Context: an optimization exercise on an open-source flow, tuned for small area and a short achievable clock period. The choices shown serve that exercise and are no tape-out recipe.
At most, simulation tests tie the RTL to the original design; equivalence was not proved.
Power figures rest on the tool's default switching activity, not on a simulated workload.

// gshare_predictor
module gshare_predictor #(
    parameter int unsigned HIST_W = bp_pkg::HIST_W_DEF,
    parameter int unsigned PC_W   = bp_pkg::PC_W_DEF
) (
    input  logic              clk,
    input  logic              rst_n,
    input  logic              Pred_Valid,
    input  logic [PC_W-1:0]   Pred_PC,
    output logic              Pred_Taken,
    output logic [HIST_W-1:0] Pred_Index,
    input  logic              Upd_Valid,
    input  logic [HIST_W-1:0] Upd_Index,
    input  logic              Upd_Taken,
    input  logic              Upd_Mispredict,
    output logic [15:0]       Mispred_Count
);
For scale: ~540 flip-flops, ~27000 sq um of cells after synthesis.
clock: 7.5 ns
lec_check: 0
cap_margin: 20
core_margin: 2
core_utilization: 60
cts_buf_list: sky130_fd_sc_hd__clkbuf_8
cts_cluster_size: 20
setup_slack_margin: 3.0
slew_margin: 20
run.sh (not shown) runs the stock make flow with config.mk's settings and CLKGATE_MAP_FILE= SYNTH_SCRIPT=/design/flow/synth_recipe.tcl, a recipe that flattens the netlist after the stock synthesis.
The starting point finished with timing, DRC and antenna clean.
Rerun with:
--- a/flow/config.mk
+++ b/flow/config.mk
@@ -8,7 +8,5 @@
 export CAP_MARGIN = 20
 export CORE_MARGIN = 2
-export CORE_UTILIZATION = 60
-export CTS_BUF_LIST = sky130_fd_sc_hd__clkbuf_8
-export CTS_CLUSTER_SIZE = 20
+export CORE_UTILIZATION = 40
 export SETUP_SLACK_MARGIN = 3.0
 export SLEW_MARGIN = 20
Via count shrinks by 1.5%; total power grows by 6.0%; flip-flop and latch count does not change; combinational power grows by about 3%; first-iteration DRC count shrinks by 9.2%; core utilization shrinks by 22 points; worst hold slack improves by 0.010 ns; final area grows by 2.1%; final cell count grows by 8.0%.
Rerun with:
==> flow/flow/run.sh (new file) <==
#!/bin/bash
# Standard layout, except that the port buffers are buf_4 cells instead of
# the default choice, which is a slow delay buffer on this platform.
set -euo pipefail
export BUFFER_PORTS_ARGS="-buffer_cell sky130_fd_sc_hd__buf_4"
bash standard.sh > standard.log 2>&1
==> flow/standard.sh (new file) <==
#!/bin/bash
# synth_recipe.tcl (not shown) runs the flow's synth.tcl, then flattens the netlist and writes it again
# the make line also repeats each setting of config.mk as NAME=value (left out here)
make -C /OpenROAD-flow-scripts/flow DESIGN_CONFIG=/design/flow/config.mk WORK_HOME=/design/flow/orfs CLKGATE_MAP_FILE= SYNTH_SCRIPT=/design/flow/synth_recipe.tcl "${@:-finish}"
--- a/flow/config.mk
+++ b/flow/config.mk
@@ -8,5 +8,8 @@
 export CAP_MARGIN = 20
 export CORE_MARGIN = 2
-export CORE_UTILIZATION = 40
+export CORE_UTILIZATION = 60
+export CTS_BUF_LIST = sky130_fd_sc_hd__clkbuf_16
+export CTS_CLUSTER_DIAMETER = 60
+export CTS_CLUSTER_SIZE = 30
 export SETUP_SLACK_MARGIN = 3.0
 export SLEW_MARGIN = 20
removed: flow/run.sh
Outcome: Die area goes down by 33%; combinational power is lower by about 4%; design area goes down by 3.8%; clock skew climbs by 0.0039 ns; cell count goes down by 9.9%; hold slack got worse by 0.019 ns; via count is lower by 0.69%; global-route usage goes up by 9.5 points.
Rerun with:
--- a/flow/config.mk
+++ b/flow/config.mk
@@ -9,7 +9,6 @@
 export CORE_MARGIN = 2
 export CORE_UTILIZATION = 60
-export CTS_BUF_LIST = sky130_fd_sc_hd__clkbuf_16
-export CTS_CLUSTER_DIAMETER = 60
-export CTS_CLUSTER_SIZE = 30
+export CTS_BUF_LIST = sky130_fd_sc_hd__clkbuf_8
+export CTS_CLUSTER_SIZE = 20
 export SETUP_SLACK_MARGIN = 3.0
 export SLEW_MARGIN = 20
The new run passed the timing, design-rule and antenna checks.
Global-route usage came out higher by 0.19 points.
Final area came out higher by 1.0%.
Total power came out higher by 2.6%.
Setup slack is better by 0.0092 ns.
Maximum frequency hardly moves.
Hold slack stays flat.
No functional check of the RTL was part of any run of this note.

Another version of the RTL of gshare_predictor (not shown whole).
Size in the first run: roughly 71 I/O pins, about 26000 sq um of cells after synthesis.
// gshare_predictor
module gshare_predictor #(
    parameter int unsigned HIST_W = bp_pkg::HIST_W_DEF,
    parameter int unsigned PC_W   = bp_pkg::PC_W_DEF
) (
    input  logic              clk,
    input  logic              rst_n,
    input  logic              Pred_Valid,
    input  logic [PC_W-1:0]   Pred_PC,
    output logic              Pred_Taken,
    output logic [HIST_W-1:0] Pred_Index,
    input  logic              Upd_Valid,
    input  logic [HIST_W-1:0] Upd_Index,
    input  logic              Upd_Taken,
    input  logic              Upd_Mispredict,
    output logic [15:0]       Mispred_Count
);
==> flow/config.mk <==
export PLATFORM = sky130hd
export DESIGN_NAME = gshare_predictor
export DESIGN_NICKNAME = gshare_predictor
export VERILOG_FILES = /design/flow/design.v
export SDC_FILE = /design/flow/constraint.sdc
export NUM_CORES = 4
export LEC_CHECK = 0
export CAP_MARGIN = 20
export CORE_MARGIN = 2
export CORE_UTILIZATION = 70
export CTS_BUF_LIST = sky130_fd_sc_hd__clkbuf_8
export CTS_CLUSTER_DIAMETER = 70
export CTS_CLUSTER_SIZE = 16
export PLACE_DENSITY = 0.74
export SETUP_SLACK_MARGIN = 2.5
export SLEW_MARGIN = 20
==> flow/constraint.sdc <==
create_clock -name core_clock -period 7.5 [get_ports {clk}]
set_input_delay 1.5000 -clock core_clock [delete_from_list [all_inputs] [get_ports {clk}]]
set_output_delay 1.5000 -clock core_clock [all_outputs]
set_load 0.01 [all_outputs]
standard.sh (not shown) runs the stock make flow with config.mk's settings and CLKGATE_MAP_FILE= SYNTH_SCRIPT=/design/flow/synth_recipe.tcl, a recipe that flattens the netlist after the stock synthesis.
==> flow/flow/run.sh <==
#!/bin/bash
# Layout with a hand-mapped PHT read path and PHT next-state logic:
#  1. the standard synthesis, with modules pht_read and sat_counter left
#     as black boxes;
#  2. the black boxes filled with flow/pht_read.v (sky130 cells, generated by
#     gen/gen_read.py) and the output of flow/gen_upd.py (sky130 cells), and
#     the netlist flattened as the standard synthesis does;
#  3. the standard layout of that netlist, with buf_2 port buffers
#     and no CTS dummy loads.
set -euo pipefail
W=$PWD
LIB=$FLOW_HOME/platforms/$FLOW_PLATFORM/lib/sky130_fd_sc_hd__tt_025C_1v80.lib
YOSYS=$FLOW_HOME/../tools/install/yosys/bin/yosys
[[ -x $YOSYS ]] || YOSYS=$(command -v yosys)

SYNTH_BLACKBOXES="pht_read sat_counter" bash standard.sh "$W/orfs/results/$FLOW_PLATFORM/gshare_predictor/base/1_2_yosys.v" > synth.log 2>&1
cp orfs/results/$FLOW_PLATFORM/gshare_predictor/base/1_2_yosys.v synth_bb.v
python3 flow/gen_upd.py $W/sat_counter_map.v

cat > link.ys <<EOT
read_liberty -lib $LIB
read_verilog $W/synth_bb.v
read_verilog $W/flow/pht_read.v
read_verilog $W/sat_counter_map.v
hierarchy -check -top $FLOW_TOP
flatten
opt_clean -purge
check -assert
stat
write_verilog -noattr -nohex -nodec $W/linked.v
EOT
$YOSYS -s link.ys > link.log 2>&1

rm -rf orfs
export BUFFER_PORTS_ARGS="-buffer_cell sky130_fd_sc_hd__buf_2"
export CTS_ARGS="-sink_clustering_enable -repair_clock_nets -sink_clustering_size 16 -sink_clustering_max_diameter 70 -buf_list sky130_fd_sc_hd__clkbuf_8 -dont_use_dummy_load"
SYNTH_NETLIST_FILES=$W/linked.v bash standard.sh > standard.log 2>&1
Other scripts of this flow, unchanged in this note and not shown: flow/flow/gen_upd.py, flow/flow/pht_read.v
Change:
- CORE_UTILIZATION: 70 -> 60
- PLACE_DENSITY: 0.74 -> not set
- SETUP_SLACK_MARGIN: 2.5 -> 3.0
=> Synthesized cell count does not change; clock-buffer cell count rises by 1; via count went down by 2.2%; cell area climbs by 1.1%; hold slack loses 0.017 ns.
Change:
- CORE_UTILIZATION: 60 -> 70
- PLACE_DENSITY: not set -> 0.74
- setup slack improves by 0.11 ns
- maximum frequency grows by 2.1%
- die area shrinks by 14%
- cell area shrinks by 1.0%
- final cell count shrinks by 3.1%
- global-route usage grows by 5.3 points
- total power shrinks by 0.94%
- combinational power barely changes
Function was not checked in any run of this note: the RTL went through the layout flow alone.

gshare_predictor, a different RTL version from the one above (not shown whole).
Size: about 2500 cells after synthesis, roughly 71 I/O pins, ~27000 µm² of cells after synthesis.
// gshare_predictor
module gshare_predictor #(
    parameter int unsigned HIST_W = bp_pkg::HIST_W_DEF,
    parameter int unsigned PC_W   = bp_pkg::PC_W_DEF
) (
    input  logic              clk,
    input  logic              rst_n,
    input  logic              Pred_Valid,
    input  logic [PC_W-1:0]   Pred_PC,
    output logic              Pred_Taken,
    output logic [HIST_W-1:0] Pred_Index,
    input  logic              Upd_Valid,
    input  logic [HIST_W-1:0] Upd_Index,
    input  logic              Upd_Taken,
    input  logic              Upd_Mispredict,
    output logic [15:0]       Mispred_Count
);
export LEC_CHECK = 0
export CAP_MARGIN = 20
export CORE_MARGIN = 2
export CORE_UTILIZATION = 70
export CTS_BUF_LIST = sky130_fd_sc_hd__clkbuf_8
export CTS_CLUSTER_DIAMETER = 70
export CTS_CLUSTER_SIZE = 16
export PLACE_DENSITY = 0.74
export SETUP_SLACK_MARGIN = 3.0
export SLEW_MARGIN = 20
create_clock -name core_clock -period 7.5 [get_ports {clk}]
==> flow/flow/run.sh <==
#!/bin/bash
# Layout with a hand-mapped PHT read path:
#  1. the standard synthesis, with module pht_read left as a black box;
#  2. the black box filled with flow/pht_read.v (sky130 cells, generated by
#     gen/gen_read.py) and the netlist flattened as the standard synthesis does;
#  3. the standard layout of that netlist, with buf_2 port buffers
#     and no CTS dummy loads.
set -euo pipefail
W=$PWD
LIB=$FLOW_HOME/platforms/$FLOW_PLATFORM/lib/sky130_fd_sc_hd__tt_025C_1v80.lib
YOSYS=$FLOW_HOME/../tools/install/yosys/bin/yosys
[[ -x $YOSYS ]] || YOSYS=$(command -v yosys)

SYNTH_BLACKBOXES=pht_read bash standard.sh "$W/orfs/results/$FLOW_PLATFORM/gshare_predictor/base/1_2_yosys.v" > synth.log 2>&1
cp orfs/results/$FLOW_PLATFORM/gshare_predictor/base/1_2_yosys.v synth_bb.v

cat > link.ys <<EOT
read_liberty -lib $LIB
read_verilog $W/synth_bb.v
read_verilog $W/flow/pht_read.v
hierarchy -check -top $FLOW_TOP
flatten
opt_clean -purge
check -assert
stat
write_verilog -noattr -nohex -nodec $W/linked.v
EOT
$YOSYS -s link.ys > link.log 2>&1

rm -rf orfs
export BUFFER_PORTS_ARGS="-buffer_cell sky130_fd_sc_hd__buf_2"
export CTS_ARGS="-sink_clustering_enable -repair_clock_nets -sink_clustering_size 16 -sink_clustering_max_diameter 70 -buf_list sky130_fd_sc_hd__clkbuf_8 -dont_use_dummy_load"
SYNTH_NETLIST_FILES=$W/linked.v bash standard.sh > standard.log 2>&1
Other scripts of this flow, unchanged in this note and not shown: flow/flow/pht_read.v
Then changed:
--- a/flow/flow/run.sh
+++ b/flow/flow/run.sh
@@ -30,4 +30,4 @@
 rm -rf orfs
 export BUFFER_PORTS_ARGS="-buffer_cell sky130_fd_sc_hd__buf_2"
-export CTS_ARGS="-sink_clustering_enable -repair_clock_nets -sink_clustering_size 16 -sink_clustering_max_diameter 70 -buf_list sky130_fd_sc_hd__clkbuf_8 -dont_use_dummy_load"
+export CTS_ARGS="-sink_clustering_enable -repair_clock_nets -sink_clustering_size 24 -sink_clustering_max_diameter 80 -buf_list sky130_fd_sc_hd__clkbuf_16 -dont_use_dummy_load"
 SYNTH_NETLIST_FILES=$W/linked.v bash standard.sh > standard.log 2>&1
- CORE_UTILIZATION: 70 -> 60
- CTS_BUF_LIST: sky130_fd_sc_hd__clkbuf_8 -> sky130_fd_sc_hd__clkbuf_16
- CTS_CLUSTER_DIAMETER: 70 -> 80
- CTS_CLUSTER_SIZE: 16 -> 24
- PLACE_DENSITY: 0.74 -> default
What happened: The changed run went through all stages and came out clean. Non-clock buffer count climbs by 13. Clock skew climbs by 3.5 ps. Register-to-register slack gets worse by 90 ps. Hold slack gets better by 37 ps. Wire length climbs by a few percent. Power climbs by a little under a tenth. Worst setup slack gets worse by 19 ps. Sequential share of layout area drops by 0.90 points. Sequential power barely changes.
Then changed:
--- a/flow/flow/run.sh
+++ b/flow/flow/run.sh
@@ -30,4 +30,4 @@
 rm -rf orfs
 export BUFFER_PORTS_ARGS="-buffer_cell sky130_fd_sc_hd__buf_2"
-export CTS_ARGS="-sink_clustering_enable -repair_clock_nets -sink_clustering_size 24 -sink_clustering_max_diameter 80 -buf_list sky130_fd_sc_hd__clkbuf_16 -dont_use_dummy_load"
+export CTS_ARGS="-sink_clustering_enable -repair_clock_nets -sink_clustering_size 16 -sink_clustering_max_diameter 70 -buf_list sky130_fd_sc_hd__clkbuf_8 -dont_use_dummy_load"
 SYNTH_NETLIST_FILES=$W/linked.v bash standard.sh > standard.log 2>&1
- CORE_UTILIZATION: 60 -> 70
- CTS_BUF_LIST: sky130_fd_sc_hd__clkbuf_16 -> sky130_fd_sc_hd__clkbuf_8
- CTS_CLUSTER_DIAMETER: 80 -> 70
- CTS_CLUSTER_SIZE: 24 -> 16
- PLACE_DENSITY: default -> 0.74
- SETUP_SLACK_MARGIN: 3.0 -> 4.0
The changed run completed without violations.
Cell area goes down slightly.
Power goes down by a few percent.
Utilization increases by 9.7 points.
Maximum frequency grows slightly.
Clock skew hardly moves.
Combinational power rises by a few percent.

[what the ideal ports hide]
In the flow no input, the clock included, has a driving cell. The finished layouts below were timed again as built, in two steps.
Step 1 (the two cells are an assumption about what drives the block):
set clk [get_ports {clk}]
set_driving_cell -lib_cell sky130_fd_sc_hd__clkbuf_16 $clk
set_driving_cell -lib_cell sky130_fd_sc_hd__buf_2 [delete_from_list [all_inputs] $clk]
Step 2 adds t to the input delays and takes it off the output delays; t is the mean of the earliest and latest rising clock arrival at the registers after step 1. Input paths then give back, and output paths get back, about the clock's delay inside the block.
Slacks: ideal ports / drivers / drivers and shift; pairs: ideal ports / drivers.
run	t, ns	setup WS [ns]	latest minus earliest clock arrival (ns)
the first run of note 1	0.714	2.148 / 2.069 / 2.069	0.026 / 0.026
the second run of note 1	0.673	2.140 / 2.108 / 2.108	0.028 / 0.029
the third run of note 1	0.641	2.070 / 2.015 / 2.015	0.029 / 0.029
the fourth run of note 1	0.712	2.079 / 2.020 / 2.020	0.016 / 0.017
the first run of note 2	0.703	2.401 / 2.364 / 2.364	0.028 / 0.028
the second run of note 2	0.682	2.308 / 2.284 / 2.284	0.049 / 0.048
the third run of note 2	0.710	2.414 / 2.364 / 2.364	0.036 / 0.037
the first run of note 3	0.675	2.496 / 2.451 / 2.451	0.058 / 0.058
the second run of note 3	0.603	2.477 / 2.441 / 2.441	0.073 / 0.073
the third run of note 3	0.680	2.500 / 2.456 / 2.456	0.050 / 0.050
After both steps every run listed still meets setup and hold. The setup slack of the first run of note 1, which loses most, moves by -0.079 ns with the drivers and by -0.079 ns with both steps.
